This design comes from an exercise in tuning for small area, a short achievable clock period and few clock cycles per item on the open sky130 flow, not from production work.
Function was checked by simulation only, so behaviour that the tests miss may differ from the original.
No activity file was given, so power comes from the tool's default toggle rates.

<file path="config.mk">
export PLATFORM = sky130hd
export DESIGN_NAME = sprite_line_engine
export DESIGN_NICKNAME = sprite_line_engine
export VERILOG_FILES = /design/flow/design.v
export SDC_FILE = /design/flow/constraint.sdc
export NUM_CORES = 4
export LEC_CHECK = 0
export CAP_MARGIN = 20
export CORE_MARGIN = 2
export CORE_UTILIZATION = 60
export CTS_CLUSTER_DIAMETER = 150
export CTS_CLUSTER_SIZE = 24
export PLACE_DENSITY = 0.7
export SLEW_MARGIN = 20
</file>
<file path="constraint.sdc">
create_clock -name core_clock -period 10.0 [get_ports {clk}]
set_input_delay 2.0000 -clock core_clock [delete_from_list [all_inputs] [get_ports {clk}]]
set_output_delay 2.0000 -clock core_clock [all_outputs]
set_load 0.01 [all_outputs]
</file>
<file path="design.v">
`default_nettype none
module sprite_attr_fetch (
  input  wire         clk,
  input  wire         rst_n,
  input  wire         line_start,
  input  wire  [7:0]  line_y,
  output logic        scan_done,
  output logic [7:0]  cur_y,
  output logic        param_en,
  output logic [7:0]  param_addr,
  input  wire  [31:0] param_data,
  input  wire         slot_empty,
  output logic        rec_w0_cap,
  output logic        rec_w0_we,
  output logic        rec_w1_we,
  output logic [1:0]  rec_size,
  output logic [8:0]  rec_x,
  output logic [5:0]  rec_oy
);
  logic        rd_w0;
  logic        rd_w1;
  logic        paused;
  logic        w0q_v;
  logic        w0q_cov;
  logic        w0q_held;
  logic [6:0]  w0q_idx;
  logic [8:0]  oy_full;
  logic        cov_in;
  logic        covers;
  logic        dec_go;
  logic        dec_block;
  assign oy_full = {1'b0, cur_y} - {1'b0, param_data[7:0]};
  always_comb begin
    case (param_data[25:24])
      2'd0:    cov_in = (oy_full[8:3] == 6'd0);
      2'd1:    cov_in = (oy_full[8:4] == 5'd0);
      2'd2:    cov_in = (oy_full[8:5] == 4'd0);
      default: cov_in = (oy_full[8:6] == 3'd0);
    endcase
    cov_in = cov_in && param_data[31];
  end
  assign covers = w0q_cov && w0q_v;
  assign w0q_idx   = param_addr[7:1] - 7'd2;
  assign dec_go    = covers && w0q_held;
  assign dec_block = covers && !w0q_held;
  assign rec_w0_cap = slot_empty && !dec_go;
  assign rec_w0_we  = dec_go;
  assign rec_w1_we  = rd_w1;
  assign rec_size   = param_data[25:24];
  assign rec_x      = param_data[16:8];
  assign rec_oy     = oy_full[5:0];
  assign scan_done = !(param_en || rd_w0 || rd_w1 || w0q_v || paused);
  always_ff @(posedge clk) begin
    if (!rst_n) begin
      param_en   <= 1'b0;
      param_addr <= 8'd0;
      rd_w0      <= 1'b0;
      rd_w1      <= 1'b0;
      w0q_v      <= 1'b0;
      paused     <= 1'b0;
    end else begin
      rd_w1 <= param_en && param_addr[0];
      if (line_start) begin
        param_en   <= 1'b1;
        param_addr <= 8'd0;
      end else if (dec_go) begin
        param_en   <= 1'b1;
        param_addr <= {w0q_idx, 1'b1};
        rd_w0      <= 1'b0;
        w0q_v      <= 1'b0;
      end else if (dec_block) begin
        param_en   <= 1'b0;
        param_addr <= {w0q_idx, 1'b0};
        paused     <= 1'b1;
        rd_w0      <= 1'b0;
        w0q_v      <= 1'b0;
      end else if (paused) begin
        if (slot_empty) begin
          param_en <= 1'b1;
          paused   <= 1'b0;
        end
      end else begin
        rd_w0      <= param_en && !param_addr[0];
        w0q_v      <= rd_w0;
        param_addr <= param_addr + (param_addr[0] ? 8'd1 : 8'd2);
        if (param_en && param_addr[7:1] == 7'd127) begin
          param_en <= 1'b0;
        end
      end
    end
  end
  always_ff @(posedge clk) begin
    if (line_start) begin
      cur_y <= line_y;
    end
    w0q_cov  <= cov_in;
    w0q_held <= rec_w0_cap;
  end
endmodule
`default_nettype wire
`default_nettype none
module sprite_attr_queue (
  input  wire         clk,
  input  wire         rst_n,
  input  wire         w0_cap,
  input  wire         w0_we,
  input  wire         w1_we,
  input  wire  [1:0]  rec_size,
  input  wire  [8:0]  rec_x,
  input  wire  [5:0]  rec_oy,
  input  wire  [31:0] param_data,
  input  wire  [8:0]  cur_last,
  output logic        slot_empty,
  output logic        q_full,
  output logic        q_conf,
  output logic [1:0]  q_size,
  output logic [8:0]  q_x,
  output logic [5:0]  q_oy,
  output logic [3:0]  q_tile_bank,
  output logic [5:0]  q_tile_idx,
  output logic        q_pal_mode,
  output logic [1:0]  q_pal_bank,
  output logic [3:0]  q_pal_no,
  input  wire         q_pop
);
  logic       filling;
  logic [8:0] gap;
  assign slot_empty = !(filling || q_full);
  assign gap = cur_last - q_x;
  always_ff @(posedge clk) begin
    if (!rst_n) begin
      filling <= 1'b0;
      q_full  <= 1'b0;
    end else begin
      if (w0_we) begin
        filling <= 1'b1;
      end else if (w1_we) begin
        filling <= 1'b0;
      end
      if (w1_we) begin
        q_full <= 1'b1;
      end else if (q_pop) begin
        q_full <= 1'b0;
      end
    end
  end
  always_ff @(posedge clk) begin
    if (w0_cap) begin
      q_size <= rec_size;
      q_x    <= rec_x;
      q_oy   <= rec_oy;
    end
    if (w0_we) begin
      q_conf <= (gap[8:2] == 7'd0);
    end
    if (w1_we) begin
      q_tile_bank <= param_data[31:28];
      q_tile_idx  <= param_data[21:16];
      q_pal_mode  <= param_data[6];
      q_pal_bank  <= param_data[5:4];
      q_pal_no    <= param_data[3:0];
    end
  end
endmodule
`default_nettype wire
`default_nettype none
module sprite_pixel_pipe (
  input  wire         clk,
  input  wire         rst_n,
  input  wire  [7:0]  cur_y,
  input  wire         q_full,
  input  wire         q_conf,
  input  wire  [1:0]  q_size,
  input  wire  [8:0]  q_x,
  input  wire  [5:0]  q_oy,
  input  wire  [3:0]  q_tile_bank,
  input  wire  [5:0]  q_tile_idx,
  input  wire         q_pal_mode,
  input  wire  [1:0]  q_pal_bank,
  input  wire  [3:0]  q_pal_no,
  output logic        q_pop,
  output logic [8:0]  cur_last,
  output logic        busy,
  output logic        tile_en,
  output logic [15:0] tile_addr,
  input  wire  [7:0]  tile_data,
  output logic        pal_en,
  output logic [9:0]  pal_addr,
  input  wire  [31:0] pal_data,
  output logic        line_bank,
  output logic        line_re,
  output logic [8:0]  line_raddr,
  input  wire  [31:0] line_rdata,
  output logic        line_we,
  output logic [8:0]  line_waddr,
  output logic [31:0] line_wdata
);
  logic [5:0]  rem;
  logic [8:0]  cur_x;
  logic [1:0]  cur_size;
  logic [5:0]  tile_base;
  logic        v1, v3, v4, v5;
  logic        f0, f1, f2, f3, f4, f5;
  logic [6:0]  p1;
  logic [31:0] src;
  logic [31:0] dst;
  logic [15:0] cs_s [3];
  logic [15:0] cs_c [3];
  logic [7:0]  alpha_q;
  assign line_bank = cur_y[0];
  assign line_re   = pal_en;
  assign busy      = tile_en || v1 || pal_en || v3 || v4 || v5;
  assign q_pop = (rem == 6'd0) && q_full && !(q_conf && (tile_en || v1 || pal_en || v3));
  assign cur_last = cur_x + {1'b0, 8'((8'd8 << cur_size) - 8'd1)};
  assign tile_base = q_tile_idx + 6'(q_oy[5:3] << q_size);
  always_ff @(posedge clk) begin
    if (!rst_n) begin
      rem     <= '0;
      tile_en <= 1'b0;
      v1      <= 1'b0;
      pal_en  <= 1'b0;
      v3      <= 1'b0;
      v4      <= 1'b0;
      v5      <= 1'b0;
      line_we <= 1'b0;
    end else begin
      if (rem != 6'd0) begin
        rem     <= rem - 6'd1;
        tile_en <= 1'b1;
      end else if (q_pop) begin
        rem     <= 6'((8'd8 << q_size) - 8'd1);
        tile_en <= 1'b1;
      end else begin
        tile_en <= 1'b0;
      end
      v1      <= tile_en;
      pal_en  <= v1;
      v3      <= pal_en;
      v4      <= v3;
      v5      <= v4;
      line_we <= v5;
    end
  end
  always_ff @(posedge clk) begin
    if (rem == 6'd0 && q_pop) begin
      tile_addr <= {q_tile_bank, tile_base, q_oy[2:0], 3'd0};
      cur_x     <= q_x;
      cur_size  <= q_size;
    end else begin
      tile_addr[2:0]  <= tile_addr[2:0] + 3'd1;
      tile_addr[11:6] <= tile_addr[11:6] + 6'(tile_addr[2:0] == 3'd7);
    end
    f0 <= (rem == 6'd0) && q_pop;
    f1 <= f0;
    f2 <= f1;
    f3 <= f2;
    f4 <= f3;
    f5 <= f4;
    if (f0) begin
      p1 <= {q_pal_mode, q_pal_bank, q_pal_no};
    end
    pal_addr   <= {p1[5:4], p1[6] ? {p1[3:0], tile_data[3:0]} : tile_data};
    line_raddr <= f1 ? cur_x : line_raddr + 9'd1;
    line_waddr <= f5 ? cur_x : line_waddr + 9'd1;
    src <= pal_data;
    dst <= line_rdata;
  end
  function automatic logic [31:0] csa(logic [15:0] x, logic [15:0] y, logic [15:0] z);
    logic [15:0] s;
    logic [15:0] c;
    s   = x ^ y ^ z;
    c   = ((x & y) | (x & z) | (y & z)) << 1;
    csa = {c, s};
  endfunction
  logic [7:0] a;
  logic       a_zero;
  logic       a_full;
  logic       a_edge;
  assign a      = src[31:24];
  assign a_edge = a_zero || a_full;
  always_ff @(posedge clk) begin
    a_zero <= (pal_data[31:24] == 8'h00);
    a_full <= (pal_data[31:24] == 8'hff);
  end
  always_ff @(posedge clk) begin
    for (int c = 0; c < 3; c++) begin
      logic [7:0]  s;
      logic [7:0]  d;
      logic [15:0] r [8];
      logic [31:0] t0, t1, t2, t3, t4, t5;
      s = src[8*c +: 8];
      d = dst[8*c +: 8];
      for (int j = 0; j < 8; j++) begin
        r[j] = 16'(a[j] ? s : d) << j;
      end
      if (a_edge) begin
        r[0] = r[0] << 1;
      end
      t0 = csa(r[0], r[1], r[2]);
      t1 = csa(r[3], r[4], r[5]);
      t2 = csa(t0[15:0], t0[31:16], t1[15:0]);
      t3 = csa(t1[31:16], r[6], r[7]);
      t4 = csa(t2[15:0], t2[31:16], t3[15:0]);
      t5 = csa(t4[15:0], t4[31:16], t3[31:16]);
      cs_s[c] <= t5[15:0];
      cs_c[c] <= t5[31:16];
    end
    if (a_full) begin
      alpha_q <= 8'hff;
    end else if (a_zero) begin
      alpha_q <= dst[31:24];
    end else begin
      alpha_q <= 8'(({1'b0, dst[31:24]} + {1'b0, a}) >> 1);
    end
  end
  always_ff @(posedge clk) begin
    for (int c = 0; c < 3; c++) begin
      logic [15:0] sum;
      sum = cs_s[c] + cs_c[c];
      line_wdata[8*c +: 8] <= sum[15:8];
    end
    line_wdata[31:24] <= alpha_q;
  end
endmodule
`default_nettype wire
`default_nettype none
module sprite_line_engine #(
  parameter int SPRITE_COUNT = 128
) (
  input  wire         clk,
  input  wire         rst_n,
  input  wire         line_start,
  input  wire  [7:0]  line_y,
  output logic        line_busy,
  output logic        param_en,
  output logic [7:0]  param_addr,
  input  wire  [31:0] param_data,
  output logic        tile_en,
  output logic [15:0] tile_addr,
  input  wire  [7:0]  tile_data,
  output logic        pal_en,
  output logic [9:0]  pal_addr,
  input  wire  [31:0] pal_data,
  output logic        line_bank,
  output logic        line_re,
  output logic [8:0]  line_raddr,
  input  wire  [31:0] line_rdata,
  output logic        line_we,
  output logic [8:0]  line_waddr,
  output logic [31:0] line_wdata
);
  logic        start_ok;
  logic        scan_done;
  logic        pipe_busy;
  logic [7:0]  cur_y;
  logic        slot_empty;
  logic        rec_w0_cap;
  logic        rec_w0_we;
  logic        rec_w1_we;
  logic [1:0]  rec_size;
  logic [8:0]  rec_x;
  logic [5:0]  rec_oy;
  logic        q_full;
  logic        q_conf;
  logic [1:0]  q_size;
  logic [8:0]  q_x;
  logic [5:0]  q_oy;
  logic [3:0]  q_tile_bank;
  logic [5:0]  q_tile_idx;
  logic        q_pal_mode;
  logic [1:0]  q_pal_bank;
  logic [3:0]  q_pal_no;
  logic        q_pop;
  logic [8:0]  cur_last;
  assign start_ok = line_start && !line_busy;
  always_ff @(posedge clk) begin
    if (!rst_n) begin
      line_busy <= 1'b0;
    end else if (start_ok) begin
      line_busy <= 1'b1;
    end else if (scan_done && slot_empty && !pipe_busy) begin
      line_busy <= 1'b0;
    end
  end
  sprite_attr_fetch u_fetch (
    .clk        (clk),
    .rst_n      (rst_n),
    .line_start (start_ok),
    .line_y     (line_y),
    .scan_done  (scan_done),
    .cur_y      (cur_y),
    .param_en   (param_en),
    .param_addr (param_addr),
    .param_data (param_data),
    .slot_empty (slot_empty),
    .rec_w0_cap (rec_w0_cap),
    .rec_w0_we  (rec_w0_we),
    .rec_w1_we  (rec_w1_we),
    .rec_size   (rec_size),
    .rec_x      (rec_x),
    .rec_oy     (rec_oy)
  );
  sprite_attr_queue u_queue (
    .clk         (clk),
    .rst_n       (rst_n),
    .w0_cap      (rec_w0_cap),
    .w0_we       (rec_w0_we),
    .w1_we       (rec_w1_we),
    .rec_size    (rec_size),
    .rec_x       (rec_x),
    .rec_oy      (rec_oy),
    .param_data  (param_data),
    .cur_last    (cur_last),
    .slot_empty  (slot_empty),
    .q_full      (q_full),
    .q_conf      (q_conf),
    .q_size      (q_size),
    .q_x         (q_x),
    .q_oy        (q_oy),
    .q_tile_bank (q_tile_bank),
    .q_tile_idx  (q_tile_idx),
    .q_pal_mode  (q_pal_mode),
    .q_pal_bank  (q_pal_bank),
    .q_pal_no    (q_pal_no),
    .q_pop       (q_pop)
  );
  sprite_pixel_pipe u_pipe (
    .clk         (clk),
    .rst_n       (rst_n),
    .cur_y       (cur_y),
    .q_full      (q_full),
    .q_conf      (q_conf),
    .q_size      (q_size),
    .q_x         (q_x),
    .q_oy        (q_oy),
    .q_tile_bank (q_tile_bank),
    .q_tile_idx  (q_tile_idx),
    .q_pal_mode  (q_pal_mode),
    .q_pal_bank  (q_pal_bank),
    .q_pal_no    (q_pal_no),
    .q_pop       (q_pop),
    .cur_last    (cur_last),
    .busy        (pipe_busy),
    .tile_en     (tile_en),
    .tile_addr   (tile_addr),
    .tile_data   (tile_data),
    .pal_en      (pal_en),
    .pal_addr    (pal_addr),
    .pal_data    (pal_data),
    .line_bank   (line_bank),
    .line_re     (line_re),
    .line_raddr  (line_raddr),
    .line_rdata  (line_rdata),
    .line_we     (line_we),
    .line_waddr  (line_waddr),
    .line_wdata  (line_wdata)
  );
endmodule
`default_nettype wire
</file>
<file path="flow/run.sh">
#!/bin/bash
# Standard layout, with repair_timing asked for extra setup margin and the port buffers
# made with a plain buffer; each tool's output goes to flow_standard.log here.
set -euo pipefail
export SETUP_SLACK_MARGIN=6.8
export BUFFER_PORTS_ARGS="-buffer_cell sky130_fd_sc_hd__buf_1"
bash standard.sh > flow_standard.log 2>&1
</file>
<file path="standard.sh">
#!/bin/bash
# synth_recipe.tcl (not shown) runs the flow's synth.tcl, then flattens the netlist and writes it again
# the make line also repeats each setting of config.mk as NAME=value (left out here)
make -C /OpenROAD-flow-scripts/flow DESIGN_CONFIG=/design/flow/config.mk WORK_HOME=/design/flow/orfs CLKGATE_MAP_FILE= SYNTH_SCRIPT=/design/flow/synth_recipe.tcl "${@:-finish}"
</file>
==> impl_metrics.py, run 1 <==
metrics = {
    "setup_path": {
        "critPathTopFamily": "adder cells",
        "path_class": "reg -> reg",
        "startpoint": "u_pipe.src[24]$_DFF_P_",
        "cpPeakStageDelay_ns": 0.54,
        "end_kind": "flip-flop",
        "reg2reg_slack_ns": 6.81,
        "arrival_ns": 3.59,
        "crit_fanout": 7,
        "critPathMostFrequentCell": "fa_1",
        "regToRegEndpoint": "u_pipe.cs_s[1][7]$_DFF_P_",
        "timing.rr.start": "u_pipe.src[24]$_DFF_P_",
        "startpoint_type": "flip-flop",
        "cp.required_ns": 10.39,
        "crit_chain": "buf_12 > mux4_2 > fa_1 > inv_2 > fa_2 > fa_1 > inv_2 > fa_1",
        "crit_slowest_cell": "fa_2",
        "path_buf_inv": 3,
        "cp.depth": 8,
        "reg2reg_depth": 8,
        "crit_path_end": "u_pipe.cs_s[1][7]$_DFF_P_",
    },
    "synth": {
        "synth_seq_cells": 311,
        "ys_types": 60,
        "syn_area_um2": 16300,
        "syn_inst": 1375,
        "seq_area_frac_synth_pct": 42.3,
        "synth.avg_cell_area_um2": 11.9,
        "synthFlopType": "dfxtp_1",
        "yosys_warnings": 9,
        "async_flop_share_pct": 0,
        "synth_nets": 1713,
        "synth_edf_count": 68,
    },
    "global_route": {
        "grt_usage_pct": 22.9,
        "grt_start_max_net_pins": 34,
        "met3_usage_pct": 4.21,
        "antenna_found_initial": 1,
        "grt_overflow": 0,
        "grt_use_met2_pct": 38.5,
        "grt_pass1_vias": 10700,
        "grt_pass1_wl_um": 52600,
        "gr-max-usage-layer": "met2",
        "gr-usage-met1_pct": 31.4,
    },
    "final_layout": {
        "regArea_um2": 6930,
        "antenna_cells": 0,
        "multiInputGateArea_um2": 8620,
        "num-nets-final": 1917,
        "fin_util_pct": 68.2,
        "area.growth.synth_to_final_pct": 12.0,
        "nFillCells": 2077,
        "drive_gt1_share_pct": 14.4,
    },
    "floorplan": {
        "fp-row-count": 60,
        "fp.dieArea_um2": 28500,
        "start_util_pct": 60.9,
        "die_width_um": 169,
        "fp.dieH_um": 169,
        "pin_count": 206,
        "core-area_um2": 26800,
    },
    "clocking": {
        "clk_latency_ns": 0.52,
        "cts_buffers": 16,
        "root_buffer": "clkbuf_16",
        "clock-sinks": 311,
        "cts_tree": "yes",
        "holdBufCountCts": 0,
        "cts.path.max_buffers": 3,
        "h-tree-depth": 1,
        "cts.clk_slew.worst_paths_ns": 0.09,
    },
    "sta": {
        "finalMaxSlewViolations": 0,
        "slew_headroom_pct": 30.0,
        "final_hold_viol_count": 0,
        "fmax_ghz": 0.313,
        "finalWorstSetupSlack_ns": 6.81,
        "setup_viol": 0,
        "rsz0062_at_grt": "yes",
        "finClkSkew_ns": 0.0167,
        "finalCritPeriodShare_pct": 31.9,
        "hold_ws_ns": 0.333,
        "tightest_slew_ns": 1.05,
        "layout_min_cycle_time_ns": 3.19,
        "setup_tns_ns": 0,
    },
    "drt": {
        "firstDrtPassIters": 5,
        "drt_iter0_markers": 630,
        "antenna_left": 0,
        "vias": 10400,
        "avgRoutedWirePerCell_um": 16.8,
        "drc_errors": 0,
        "routed_wl_um": 32400,
        "viasPerCell": 5.42,
    },
    "power": {
        "power_density_nw_per_um2": 205,
        "peakVddDrop_mv": 0.117,
        "leakage_uw": 0.00773,
        "p_total_uw": 3750,
    },
    "placed_design": {
        "port_buffers": 201,
        "place_ws_ns": 6.02,
        "place_hpwl_um": 23100,
        "place.gp.congestion": 0.829,
    },
    "flow_run": {
        "maxCapViolations": 0,
    },
    "outcome": {
        "run_status": "complete, no violations",
    },
    "min_path": {
        "hold_depth": 0,
        "hold_path_class": "reg -> reg",
    },
}
==> flip-flops by register name, indices dropped and copies added (netlist names), 7 cells and up <==
| name | count |
|---|---|
| u_fetch.cur_y | 8 |
| u_fetch.param_addr | 8 |
| u_pipe.alpha_q | 8 |
| u_pipe.cs_c | 33 |
| u_pipe.cs_s | 30 |
| u_pipe.cur_x | 9 |
| u_pipe.dst | 32 |
| u_pipe.line_raddr | 9 |
| u_pipe.line_waddr | 9 |
| u_pipe.line_wdata | 32 |
| u_pipe.p1 | 7 |
| u_pipe.pal_addr | 10 |
| u_pipe.src | 32 |
| u_pipe.tile_addr | 16 |
| u_queue.q_x | 9 |
==> placed cells by master, fill, tap and decap left out, types with 35 or more instances in the layout <==
| master | netlist | routed |
|---|---|---|
| fa_1 | 123 | 116 |
| edfxtp_1 | 68 | 68 |
| inv_1 | 179 | 174 |
| dfxtp_1 | 243 | 235 |
| nand2_1 | 52 | 52 |
| nor2_1 | 61 | 60 |
| buf_1 | 15 | 200 |
| mux2_2 | 115 | 115 |
| a21oi_1 | 36 | 35 |
| ha_1 | 100 | 97 |
| mux2i_1 | 72 | 72 |
==> where the power goes <==
group	internal (uW)	switching (uW)	total [uW]
registers	1560	139	1700
clock network	314	391	705
logic	624	727	1350
total	2500	1260	3750
==> per-layer routing <==
layer | part of all wire (%) | vias up
met5 | 0.040 | -
met2 | 47 | 219
met3 | 5.4 | 37
met4 | 1.6 | 2
li1 | - | 5052
met1 | 46 | 5132
==> how the worst min path moves through the flow <==
stage	startpoint	end	slack [ns]
finish	u_pipe.f4$_DFF_P_	u_pipe.f5$_DFF_P_	0.33
global route	u_pipe.f4$_DFF_P_	u_pipe.f5$_DFF_P_	0.34
CTS	u_pipe.f4$_DFF_P_	u_pipe.f5$_DFF_P_	0.33
detailed placement	u_pipe.alpha_q[1]$_SDFF_PP1_	u_pipe.line_wdata[25]$_DFF_P_	0.31
global placement	u_pipe.f4$_DFF_P_	u_pipe.f5$_DFF_P_	0.31
floorplan	u_pipe.f2$_DFF_P_	u_pipe.f3$_DFF_P_	0.31
==> final cells by class <==
class,instances,share of cell area [%]
Clock buffer,22,2.31
Clock inverter,2,0.185
Inverter,179,3.77
Multi-Input combinational cell,836,47.2
Sequential cell,311,37.9
Tap cell,341,2.34
Timing Repair Buffer,235,6.26
==> synth_stat cells, types with 3 or more instances <==
cell type / n / area, um^2
a221oi_1: 3 / 26.3
o221a_2: 3 / 33.8
a21o_1: 4 / 30.0
xor2_1: 27 / 236
nor3_1: 18 / 90.1
a21oi_1: 36 / 180
a21boi_0: 6 / 45.0
nor2b_1: 12 / 75.1
fa_1: 123 / 2460
dfxtp_1: 243 / 4860
nand4_1: 3 / 18.8
nand2b_1: 5 / 31.3
o211ai_1: 3 / 22.5
a41oi_1: 5 / 43.8
mux2i_1: 72 / 721
inv_1: 179 / 672
xnor2_1: 30 / 263
nand2_1: 52 / 195
o21ai_0: 30 / 150
a211oi_1: 9 / 67.6
nor4_1: 6 / 37.5
nor2_1: 61 / 229
or2_2: 5 / 31.3
buf_2: 3 / 15.0
mux4_2: 15 / 338
a31oi_1: 7 / 43.8
o21a_1: 8 / 60.1
buf_1: 15 / 56.3
clkbuf_1: 31 / 116
and3_1: 7 / 43.8
ha_1: 100 / 1250
o21bai_1: 5 / 37.5
nand3_1: 19 / 95.1
mux2_2: 115 / 1290
and2_1: 8 / 50.1
edfxtp_1: 68 / 2040
==> metrics by stage <==
step                      area (um^2)  instances
after global placement          17400       1875
after detailed placement        17400       1875
after global routing            18300       1926
after CTS                       18100       1912
final                           18300       1926
after floorplan                 16500       1375
==> cells by family (layout without fill, tap and decap cells) <==
logic type | Yosys count | in the layout | share of synthesized area [%]
buffers and inverters | 230 | 438 | 5.39
multiplexers | 202 | 202 | 14.4
XOR/XNOR | 57 | 57 | 3.06
AND/OR/NAND/NOR | 210 | 212 | 6.26
AO/OA/AOI/OAI | 142 | 142 | 5.75
adder cells (fa/ha/maj) | 223 | 223 | 22.8
flip-flops | 311 | 311 | 42.3
==> timing repair <==
item / CTS / global route
buffers inserted: 11 / 10
cloned: 2 / 4
gates resized for setup: 18 / 17
setup endpoints to repair: 43 / 16
pin swaps: 2 / 7
Testbench counts, summed over its fixed seeds: cycles 572,034, lines 768.
==> inputs of run 2 (changes only) <==
--- a/config.mk
+++ b/config.mk
@@ -8,7 +8,7 @@
 export CAP_MARGIN = 20
 export CORE_MARGIN = 2
 export CORE_UTILIZATION = 60
-export CTS_CLUSTER_DIAMETER = 150
-export CTS_CLUSTER_SIZE = 24
+export CTS_CLUSTER_DIAMETER = 100
+export CTS_CLUSTER_SIZE = 20
 export PLACE_DENSITY = 0.7
 export SLEW_MARGIN = 20
==> impl_metrics.py, run 2 <==
metrics = {
    "outcome": {
        "run_status": "complete, no violations",
    },
    "synth": {
        "synth_seq_cells": 311,
        "synth_nets": 1713,
        "syn_inst": 1375,
        "seq_area_frac_synth_pct": 42.3,
        "synth_top_area_share_pct": 29.8,
        "synthFlopType": "dfxtp_1",
        "async_flop_share_pct": 0,
        "syn_area_um2": 16300,
        "synth.avg_cell_area_um2": 11.9,
        "ys_types": 60,
        "synthTopCellsByCount": "dfxtp_1, inv_1, fa_1",
        "synth_edf_count": 68,
        "synthTopCellsByArea": "dfxtp_1, fa_1, edfxtp_1",
        "synth_top_cell_by_area": "dfxtp_1",
        "yosysMostFrequentCell": "dfxtp_1",
        "yosys_warnings": 9,
    },
    "setup_path": {
        "crit_slowest_cell": "fa_2",
        "end_kind": "flip-flop",
        "startpoint_type": "flip-flop",
        "cp.required_ns": 10.41,
        "arrival_ns": 3.59,
        "crit_fanout": 8,
        "path_class": "reg -> reg",
        "crit_chain": "or2_4 > mux4_2 > fa_1 > inv_1 > fa_2 > fa_1 > inv_1 > fa_2",
        "path_buf_inv": 2,
        "critPathTopFamily": "adder cells",
        "cpPeakStageDelay_ns": 0.55,
    },
    "drt": {
        "drc_errors": 0,
        "antenna_left": 0,
        "vias": 10500,
        "drt_iter0_markers": 501,
        "avgRoutedWirePerCell_um": 16.9,
        "routed_wl_um": 32700,
        "viasPerCell": 5.45,
        "firstDrtPassIters": 5,
    },
    "sta": {
        "tightest_slew_ns": 0.984,
        "fmax_ghz": 0.314,
        "finalCritPeriodShare_pct": 31.9,
        "finClkSkew_ns": 0.0134,
        "slew_headroom_pct": 34.3,
        "setup_tns_ns": 0,
        "finalMaxSlewViolations": 0,
        "final_hold_viol_count": 0,
        "rsz0062_at_grt": "yes",
        "setup_viol": 0,
        "layout_min_cycle_time_ns": 3.19,
    },
    "clocking": {
        "clock-sinks": 311,
        "clk_latency_ns": 0.53,
        "cts.clk_slew.worst_paths_ns": 0.08,
        "cts_buffers": 19,
        "h-tree-depth": 1,
        "cts.path.max_buffers": 3,
        "cts_tree": "yes",
        "root_buffer": "clkbuf_16",
    },
    "final_layout": {
        "multiInputGateArea_um2": 8630,
        "antenna_cells": 0,
        "drive_gt1_share_pct": 14.6,
        "area.growth.synth_to_final_pct": 12.7,
        "largest_reg_flops": 33,
        "max_flop_register": "u_pipe.cs_c",
        "final_cell_mix": "dfxtp_1, buf_1, inv_1, fa_1, mux2_2",
        "instances_no_fill": 1933,
        "regArea_um2": 6930,
        "num-nets-final": 1923,
        "final_common_cell": "dfxtp_1",
        "nFillCells": 2050,
    },
    "floorplan": {
        "pin_count": 206,
        "fp.dieArea_um2": 28500,
        "start_util_pct": 60.9,
        "fp-row-count": 60,
        "die_width_um": 169,
        "core-area_um2": 26800,
        "fp.dieH_um": 169,
    },
    "global_route": {
        "grt_use_met2_pct": 38.1,
        "grt_usage_pct": 23.0,
        "grt_overflow": 0,
        "antenna_found_initial": 1,
        "grt_start_max_net_pins": 34,
        "grt_pass1_vias": 10700,
        "met3_usage_pct": 3.97,
        "gr-max-usage-layer": "met2",
        "grt_pass1_wl_um": 52800,
        "gr-usage-met1_pct": 31.6,
    },
    "flow_run": {
        "maxCapViolations": 0,
    },
    "placed_design": {
        "port_buffers": 201,
        "dp_cells": 1875,
        "place_hpwl_um": 23100,
        "place.gp.congestion": 0.829,
    },
    "power": {
        "leakage_uw": 0.00780,
        "peakVddDrop_mv": 0.185,
        "power_density_nw_per_um2": 207,
    },
    "min_path": {
        "hold_path_class": "reg -> reg",
    },
}
run 2: report_power, final:
part           switching [uW]  internal, uW  leakage (uW)
sequential                139          1560       0.00268
clock                     404           352      0.000254
combinational             725           624       0.00486
total                    1270          2540       0.00780
run 2: final cells by class:
cell class	count	share of cell area, %
inverter	179	3.74
tap	341	2.32
clock buffer	25	2.71
multi-input combinational	836	46.9
timing repair buffer	238	6.49
clock inverter	3	0.122
sequential	311	37.7
run 2: cell families (layout without fill, tap and decap cells):
logic type / Yosys count / count (layout) / synth area share, %
adders and majority gates: 223 / 223 / 22.8
xor gates and xnor gates: 57 / 57 / 3.06
buffers and inverters: 230 / 445 / 5.39
DFF: 311 / 311 / 42.3
and+or+nand+nor: 210 / 212 / 6.26
AOI/OAI and AO/OA: 142 / 142 / 5.75
muxes: 202 / 202 / 14.4
run 2: worst reg2reg max path: stages, from the launching register on:
cell     delay [ns]
dfxtp_4        0.39
or2_4          0.32
mux4_2         0.32
fa_1           0.51
inv_1          0.06
fa_2           0.55
fa_1           0.42
inv_1          0.08
fa_2           0.42
run 2: metrics by stage:
step	instance area [um^2]	total power, uW	util (%)	setup slack (ns)	hold slack (ns)
finish	18400	3800	68.6	6.81	0.321
global route	18400	4140	68.6	6.73	0.334
CTS	18100	3850	67.6	6.80	0.321
detailed placement	17400	3080	65.1	6.02	0.312
global placement	17400	3020	65.1	6.05	0.312
floorplan	16500	2700	-	6.55	0.310
run 2: path summary, 6_finish.rpt:
kind / slack [ns] / end / start / depth (start not counted)
min: 0.32 / u_pipe.line_wdata[25]$_DFF_P_ / u_pipe.alpha_q[1]$_SDFF_PP1_ / 0
max reg2reg: 6.81 / u_pipe.cs_s[2][7]$_DFF_P_ / u_pipe.a_zero$_DFF_P_ / 8
min reg2reg: 0.32 / u_pipe.line_wdata[25]$_DFF_P_ / u_pipe.alpha_q[1]$_SDFF_PP1_ / 0
max: 6.81 / u_pipe.cs_s[2][7]$_DFF_P_ / u_pipe.a_zero$_DFF_P_ / 8
run 2: timing repair:
item,in CTS,in global routing
cloned,2,4
setup buffers,10,14
hold buffers,0,0
endpoints found under the setup margin,45,16
pin swaps,2,8
resized for setup,19,21
run 2: per-layer routing:
layer	up-vias	wire [um]	part of all wire, %
met3	48	1830	5.6
met1	5160	14900	46
met2	255	15200	46
met4	2	732	2.2
li1	5070	-	-
met5	-	13	0.040
==> inputs of run 3 (changes only) <==
--- a/config.mk
+++ b/config.mk
@@ -7,8 +7,8 @@
 export LEC_CHECK = 0
 export CAP_MARGIN = 20
 export CORE_MARGIN = 2
-export CORE_UTILIZATION = 60
+export CORE_UTILIZATION = 75
 export CTS_CLUSTER_DIAMETER = 100
 export CTS_CLUSTER_SIZE = 20
-export PLACE_DENSITY = 0.7
+export PLACE_DENSITY = 0.8
 export SLEW_MARGIN = 20
==> impl_metrics.py, run 3 <==
metrics = {
    "sta": {
        "slew_headroom_pct": 35.7,
        "finalMaxSlewViolations": 0,
        "setup_viol": 0,
        "fmax_ghz": 0.313,
        "layout_min_cycle_time_ns": 3.20,
        "setup_tns_ns": 0,
        "rsz0062_at_grt": "yes",
        "final_hold_viol_count": 0,
        "hold_ws_ns": 0.331,
        "tightest_slew_ns": 0.964,
        "finClkSkew_ns": 0.0205,
        "finalCritPeriodShare_pct": 32.0,
    },
    "global_route": {
        "grt_usage_pct": 29.7,
        "grt_pass1_vias": 11000,
        "met3_usage_pct": 5.15,
        "gr-max-usage-layer": "met2",
        "grt_overflow": 0,
        "gr-usage-met1_pct": 37.9,
        "antenna_found_initial": 1,
        "grt_use_met2_pct": 52.3,
        "grt_start_max_net_pins": 34,
        "grt_pass1_wl_um": 53500,
    },
    "setup_path": {
        "cp.required_ns": 10.39,
        "regToRegEndpoint": "u_pipe.cs_s[0][7]$_DFF_P_",
        "cpPeakStageDelay_ns": 0.55,
        "end_kind": "flip-flop",
        "crit_fanout": 4,
        "path_class": "reg -> reg",
        "critPathMostFrequentCell": "fa_1",
        "startpoint": "u_pipe.src[24]$_DFF_P_",
        "arrival_ns": 3.58,
        "startpoint_type": "flip-flop",
        "crit_path_end": "u_pipe.cs_s[0][7]$_DFF_P_",
        "reg2reg_slack_ns": 6.80,
        "crit_chain": "buf_12 > mux4_2 > fa_1 > inv_1 > fa_2 > fa_1 > inv_2 > fa_1",
        "crit_slowest_cell": "fa_2",
        "reg2reg_depth": 8,
        "timing.rr.start": "u_pipe.src[24]$_DFF_P_",
    },
    "placed_design": {
        "port_buffers": 201,
        "place_hpwl_um": 23500,
        "place.gp.congestion": 0.849,
    },
    "power": {
        "combPwrFrac_pct": 36.6,
        "leakage_uw": 0.00778,
        "p_int_uw": 2550,
        "seqPwrFrac_pct": 44.0,
        "power_density_nw_per_um2": 212,
        "peakVddDrop_mv": 0.182,
        "p_sw_share_pct": 34.2,
        "p_sw_uw": 1330,
        "clkPwrFrac_pct": 19.3,
    },
    "clocking": {
        "cts.clk_slew.worst_paths_ns": 0.08,
        "clock-sinks": 311,
        "cts_buffers": 19,
        "cts.path.max_buffers": 3,
        "root_buffer": "clkbuf_16",
        "h-tree-depth": 1,
        "clk_latency_ns": 0.52,
        "cts_tree": "yes",
    },
    "final_layout": {
        "nFillCells": 1126,
        "final_common_cell": "dfxtp_1",
        "num-nets-final": 1920,
        "area.growth.synth_to_final_pct": 12.1,
        "max_flop_register": "u_pipe.cs_c",
        "drive_gt1_share_pct": 14.8,
        "largest_reg_flops": 33,
        "final_cell_mix": "dfxtp_1, buf_1, inv_1, fa_1, mux2_2",
    },
    "synth": {
        "synth_seq_cells": 311,
        "ys_types": 60,
        "synth_top_area_share_pct": 29.8,
        "yosys_warnings": 9,
        "synthTopCellsByCount": "dfxtp_1, inv_1, fa_1",
        "yosysMostFrequentCell": "dfxtp_1",
        "synthXorXnorAreaFrac_pct": 3.06,
        "synthAdderAreaFrac_pct": 22.8,
        "syn_area_um2": 16300,
        "synth_compound_gate_area_share_pct": 5.75,
        "synth_top_family_by_area": "adder cells",
        "synthTopCellsByArea": "dfxtp_1, fa_1, edfxtp_1",
        "async_flop_share_pct": 0,
        "seq_area_frac_synth_pct": 42.3,
        "synthSimpleGateAreaFrac_pct": 6.26,
        "synth_edf_count": 68,
        "synth.avg_cell_area_um2": 11.9,
        "muxShareOfSynthArea_pct": 14.4,
        "synth_top_cell_by_area": "dfxtp_1",
        "synthFlopType": "dfxtp_1",
        "synth_nets": 1713,
        "syn_inst": 1375,
    },
    "drt": {
        "drt_iter0_markers": 663,
        "firstDrtPassIters": 6,
        "vias": 10900,
        "antenna_left": 0,
        "avgRoutedWirePerCell_um": 19.1,
        "viasPerCell": 5.87,
        "routed_wl_um": 35600,
        "drc_errors": 0,
    },
    "floorplan": {
        "fp.dieArea_um2": 22900,
        "fp-row-count": 53,
        "fp.dieH_um": 151,
        "start_util_pct": 77.1,
        "pin_count": 206,
        "die_width_um": 151,
        "core-area_um2": 21200,
    },
    "flow_run": {
        "maxCapViolations": 0,
    },
    "outcome": {
        "run_status": "complete, no violations",
    },
    "min_path": {
        "hold_path_class": "reg -> reg",
    },
}
[run 3: cell counts after synthesis]
No cell type changed its count.
[run 3: power by group through the flow]
| stage | sequential (uW) | clock (uW) | combinational, uW |
|---|---|---|---|
| final | 1710 | 749 | 1420 |
| after global routing | 1730 | 795 | 1620 |
| after CTS | 1700 | 757 | 1410 |
| after detailed placement | 1730 | 0 | 1360 |
| after global placement | 1720 | 0 | 1280 |
| after floorplan | 1740 | 0 | 963 |
[run 3: metal layers]
metal / wire length, um / part of all wire [%] / vias to the layer above
met1: 14100 / 40 / 5378
li1: - / - / 5071
met5: 0 / 0 / -
met4: 1070 / 3.0 / 0
met3: 2560 / 7.2 / 69
met2: 17800 / 50 / 424
[run 3: cell type report]
type | instances | area (um^2) | share of cell area (%)
repair buffers | 235 | 1160 | 6.36
diodes | 1 | 2.50 | 0.0137
flip-flops and latches | 311 | 6940 | 37.9
clock buffers | 25 | 498 | 2.72
inverters | 179 | 688 | 3.76
clock inverters | 2 | 20.0 | 0.109
multi-input cells | 836 | 8630 | 47.2
well taps | 275 | 344 | 1.88
[run 3: cells by family (layout without fill, tap and decap cells)]
family,after synthesis,count (layout)
XOR/XNOR,57,57
multiplexers,202,202
adder cells (fa/ha/maj),223,223
flip-flops,311,311
AO/OA/AOI/OAI,142,142
other,0,1
buffers and inverters,230,441
AND/OR/NAND/NOR,210,212
[run 3: worst min path at each step]
stage                                 startpoint                       endpoint  cells past startpoint
finish              u_pipe.alpha_q[2]$_SDFF_PP1_  u_pipe.line_wdata[26]$_DFF_P_                      0
global route        u_pipe.alpha_q[0]$_SDFF_PP1_  u_pipe.line_wdata[24]$_DFF_P_                      0
CTS                 u_pipe.alpha_q[0]$_SDFF_PP1_  u_pipe.line_wdata[24]$_DFF_P_                      0
detailed placement  u_pipe.alpha_q[0]$_SDFF_PP1_  u_pipe.line_wdata[24]$_DFF_P_                      0
global placement    u_pipe.alpha_q[0]$_SDFF_PP1_  u_pipe.line_wdata[24]$_DFF_P_                      0
floorplan                      u_pipe.f2$_DFF_P_              u_pipe.f3$_DFF_P_                      0
[run 3: repair_timing]
item | CTS | global route
hold endpoints to repair | 0 | 0
hold buffers | 0 | 0
endpoints found under the setup margin | 42 | 22
pin swaps | 2 | 12
gates cloned | 3 | 2
setup buffers | 9 | 13
gates resized for setup | 24 | 22
[run 3: stage by stage]
| step | setup WS (ns) | instances | power, uW | util [%] | instance area, um^2 |
|---|---|---|---|---|---|
| after global routing | 6.73 | 1864 | 4150 | 86.4 | 18300 |
| after global placement | 6.09 | 1809 | 3000 | 82.0 | 17400 |
| after floorplan | 6.55 | 1375 | 2700 | - | 16500 |
| after CTS | 6.79 | 1848 | 3870 | 85.4 | 18100 |
| final | 6.80 | 1864 | 3880 | 86.4 | 18300 |
| after detailed placement | 6.03 | 1809 | 3100 | 82.0 | 17400 |
[run 3: critical path: cells and delay by family, from the launching register on]
| kind | cells | cell delay [ns] |
|---|---|---|
| muxes | 1 | 0.50 |
| adders and majority gates | 4 | 1.89 |
| buffers and inverters | 3 | 0.26 |
| DFF | 1 | 0.41 |

[port drivers added, routing unchanged]
Ports are ideal in the flow. The routed layouts listed here were re-timed in OpenROAD.
Step 1 (the two cells are an assumption about what drives the block):
set clk [get_ports {clk}]
set_driving_cell -lib_cell sky130_fd_sc_hd__clkbuf_16 $clk
set_driving_cell -lib_cell sky130_fd_sc_hd__buf_2 [delete_from_list [all_inputs] $clk]
Step 2 times the ports against the registers' clock, not the clock port: input delays grow and output delays shrink by t, the midpoint of the rising clock arrivals with the driver on.
Slacks: no drivers / after step 1 / after step 2; pairs: no drivers / after step 1.
run	shift t [ns]	slack for setup (ns)	hold WS [ns]	worst setup path at the end	pins driven straight from the clock port
run 1	0.557	6.809 / 6.809 / 6.325	0.333 / 0.333 / 0.333	input to register	1
run 2	0.565	6.814 / 6.814 / 6.303	0.321 / 0.321 / 0.321	input to register	1
run 3	0.560	6.803 / 6.799 / 6.287	0.331 / 0.331 / 0.331	input to register	1
After both steps every run listed still meets setup and hold. The setup slack of run 3, which loses most, moves by -0.004 ns with the drivers and by -0.516 ns with both steps.
